Context: an optimization exercise on an open-source flow, tuned for small area, a short achievable clock period and few clock cycles per item. The choices shown serve that exercise and are no tape-out recipe.
RTL that was checked went through simulation tests only; none was proved equivalent to the original.
Power figures rest on the tool's default switching activity, not on a simulated workload.

## file_transfer_sector_splitter
module file_transfer_sector_splitter
#(
    parameter int SECTOR_BYTES      = FTSS_SECTOR_BYTES,
    parameter int FILE_SECTOR_LIMIT = FTSS_FILE_SECTOR_LIMIT
) (
    input  logic                aclk,
    input  logic                aresetn,
    input  logic                psel,
    input  logic                penable,
    input  logic                pwrite,
    input  logic [ADDR_W-1:0]   paddr,
    input  logic [31:0]         pwdata,
    output logic [31:0]         prdata,
    output logic                pready,
    input  logic                s_valid,
    output logic                s_ready,
    input  logic                s_req_type,
    input  logic [FILE_W-1:0]   s_file_index,
    input  logic signed [31:0]  s_position,
    input  logic [31:0]         s_transfer_length,
    output logic                m_valid,
    input  logic                m_ready,
    output logic [STATUS_W-1:0] m_status,
    output logic [31:0]         m_physical_sector,
    output logic [OFFSET_W-1:0] m_sector_offset,
    output logic [COUNT_W-1:0]  m_chunk_bytes,
    output logic                m_last
);
Size: about 1800 cells after synthesis, ~180 flip-flops, ~210 I/O pins, ~16000 sq um of cells after synthesis.
make LEC_CHECK=0 CAP_MARGIN=20 CORE_MARGIN=2 CORE_UTILIZATION=40 SLEW_MARGIN=20 finish   # period 5.5 ns
run.sh (not shown) runs the stock make flow with config.mk's settings and CLKGATE_MAP_FILE= SYNTH_SCRIPT=/design/flow/synth_recipe.tcl, a recipe that flattens the netlist after the stock synthesis.
The first run completed and failed the layout checks on negative setup slack.
Testbench counts at the start, summed over its fixed seeds: cycles 49,244, requests 12,000.
==> next run, changes <==
--- a/flow/design.v
+++ b/flow/design.v
@@ -156,33 +156,36 @@
             r_pos    <= s_position[13:0];
             r_end    <= in_end;
         end
     end
     logic                o_valid;
     logic [STATUS_W-1:0] o_status;
     logic [21:0]         o_sector;
-    logic [13:0]         o_pos;      
-    logic [4:0]          o_ke;       
-    logic [9:0]          o_lb;       
-    logic                o_more;     
-    logic                o_last;
-    logic [9:0]          o_top;
-    always_comb begin
-        o_last = !o_more;
-        o_top  = o_last ? o_lb : 10'd512;
+    logic [8:0]          o_offset;
+    logic [9:0]          o_bytes;
+    logic [4:0]          o_cnt;      
+    logic [8:0]          o_lb;       
+    logic [4:0]          ld_ke, ld_k0, ld_cnt;
+    logic [9:0]          ld_bytes;
+    always_comb begin
+        ld_ke     = 5'(r_end[14:9] - {5'd0, r_end[8:0] == 9'd0});
+        ld_k0     = r_pos[13:9];
+        ld_cnt    = ld_ke - ld_k0;
+        ld_bytes  = (ld_ke == ld_k0) ? 10'(r_end - {1'b0, r_pos})
+                                     : 10'd512 - {1'b0, r_pos[8:0]};
     end
     logic                sx_step;
     logic [21:0]         sx_x;
     logic [22:0]         sx_da, sx_db;
     logic                sx_a_ge, sx_b_ge, sx_a_m1, sx_b_m1, sx_a_m2, sx_b_m2;
     logic                sx_g1, sx_g2, sx_e1, sx_f;
     logic [1:0]          sx_inc;
     logic [21:0]         sx_sector;
     always_comb begin
-        sx_step = o_more;
+        sx_step = o_valid && (o_cnt != 5'd0);
         sx_x    = sx_step ? o_sector : {1'b0, r_s0};
         sx_da   = {1'b0, sx_x} - {1'b0, main_reg[21:0]};
         sx_db   = {1'b0, sx_x} - {1'b0, backup_reg[21:0]};
         sx_a_ge = !a_big && !sx_da[22];
         sx_b_ge = !b_big && !sx_db[22];
         sx_a_m1 = !a_big && (sx_da == 23'h7F_FFFF);
         sx_b_m1 = !b_big && (sx_db == 23'h7F_FFFF);
@@ -195,48 +198,46 @@
         if (sx_step)
             sx_inc = sx_e1 ? (sx_f ? 2'd3 : 2'd2) : 2'd1;
         else
             sx_inc = {sx_g1 && sx_g2, sx_g1 ^ sx_g2};
         sx_sector = sx_x + {20'd0, sx_inc};
     end
     logic o_done, o_step;
-    assign o_done = o_valid && m_ready && o_last;
+    assign o_done = o_valid && m_ready && (o_cnt == 5'd0);
     assign o_take = !o_valid || o_done;
-    assign o_step = o_valid && m_ready && !o_last;
+    assign o_step = o_valid && m_ready && (o_cnt != 5'd0);
     always_ff @(posedge aclk) begin
         if (!aresetn) begin
             o_valid <= 1'b0;
-            o_more  <= 1'b0;
         end else if (o_take) begin
             o_valid <= r_valid;
-            o_more  <= r_valid && (r_status == ST_CHUNK)
-                    && (5'(r_end[14:9] - {5'd0, r_end[8:0] == 9'd0}) != r_pos[13:9]);
-        end else if (o_step) begin
-            o_more  <= (o_ke != o_pos[13:9] + 5'd1);
         end
     end
     always_ff @(posedge aclk) begin
         if (o_take && r_valid) begin
             o_status <= r_status;
             if (r_status == ST_CHUNK) begin
                 o_sector <= sx_sector;
-                o_pos    <= r_pos;
-                o_ke     <= 5'(r_end[14:9] - {5'd0, r_end[8:0] == 9'd0});
-                o_lb     <= {r_end[8:0] == 9'd0, r_end[8:0]};
+                o_offset <= r_pos[8:0];
+                o_bytes  <= ld_bytes;
+                o_cnt    <= ld_cnt;
+                o_lb     <= r_end[8:0];
             end else begin
                 o_sector <= '0;
-                o_pos    <= '0;
-                o_ke     <= '0;
-                o_lb     <= '0;
+                o_offset <= '0;
+                o_bytes  <= '0;
+                o_cnt    <= '0;
             end
         end else if (o_step) begin
             o_sector <= sx_sector;
-            o_pos    <= {o_pos[13:9] + 5'd1, 9'd0};
+            o_offset <= '0;
+            o_bytes  <= (o_cnt == 5'd1) ? {o_lb == 9'd0, o_lb} : 10'd512;
+            o_cnt    <= o_cnt - 5'd1;
         end
     end
     assign m_valid           = o_valid;
     assign m_status          = o_status;
     assign m_physical_sector = {10'd0, o_sector};
-    assign m_sector_offset   = o_pos[8:0];
-    assign m_chunk_bytes     = o_top - {1'b0, o_pos[8:0]};
-    assign m_last            = o_last;
+    assign m_sector_offset   = o_offset;
+    assign m_chunk_bytes     = o_bytes;
+    assign m_last            = (o_cnt == 5'd0);
 endmodule
The changed run completed and failed the layout checks on negative setup slack.
Non-clock buffer count rose by 23.
Synthesized cell count rose by 2.4%.
Global-route usage rises by 0.75 points.
Count of clock-buffer cells in the layout is lower by 2.
Power climbs by 21%.
Maximum frequency falls by 7.2%.
Wire length increases by 6.0%.
Final cell count went up by 3.1%.
For the second run of this note, only the layout was checked, not whether the RTL still works.

## separate check: timing with driven ports
Ports are ideal in the flow. The routed layouts listed here were re-timed in OpenROAD.
Step 1 sets driving cells, clkbuf_16 on the clock port and buf_2 on the other inputs (assumed; they add their load-dependent delay and slew).
Step 2 also shifts input and output timing later by t, the mid clock arrival at the registers, as if the neighbouring blocks saw the same clock.
a / b / c = ideal / step 1 / step 2; a / b = the first two.
run | shift t [ns] | slack for setup (ns) | cell pins on the clock port's net
the first run | 0.493 | -0.090 / -0.090 / -0.193 | 1
the second run | 0.490 | -0.525 / -0.525 / -0.525 | 1
For the first run, which loses most, drivers alone change the setup slack by 0.000 ns; drivers and shift together by -0.103 ns.
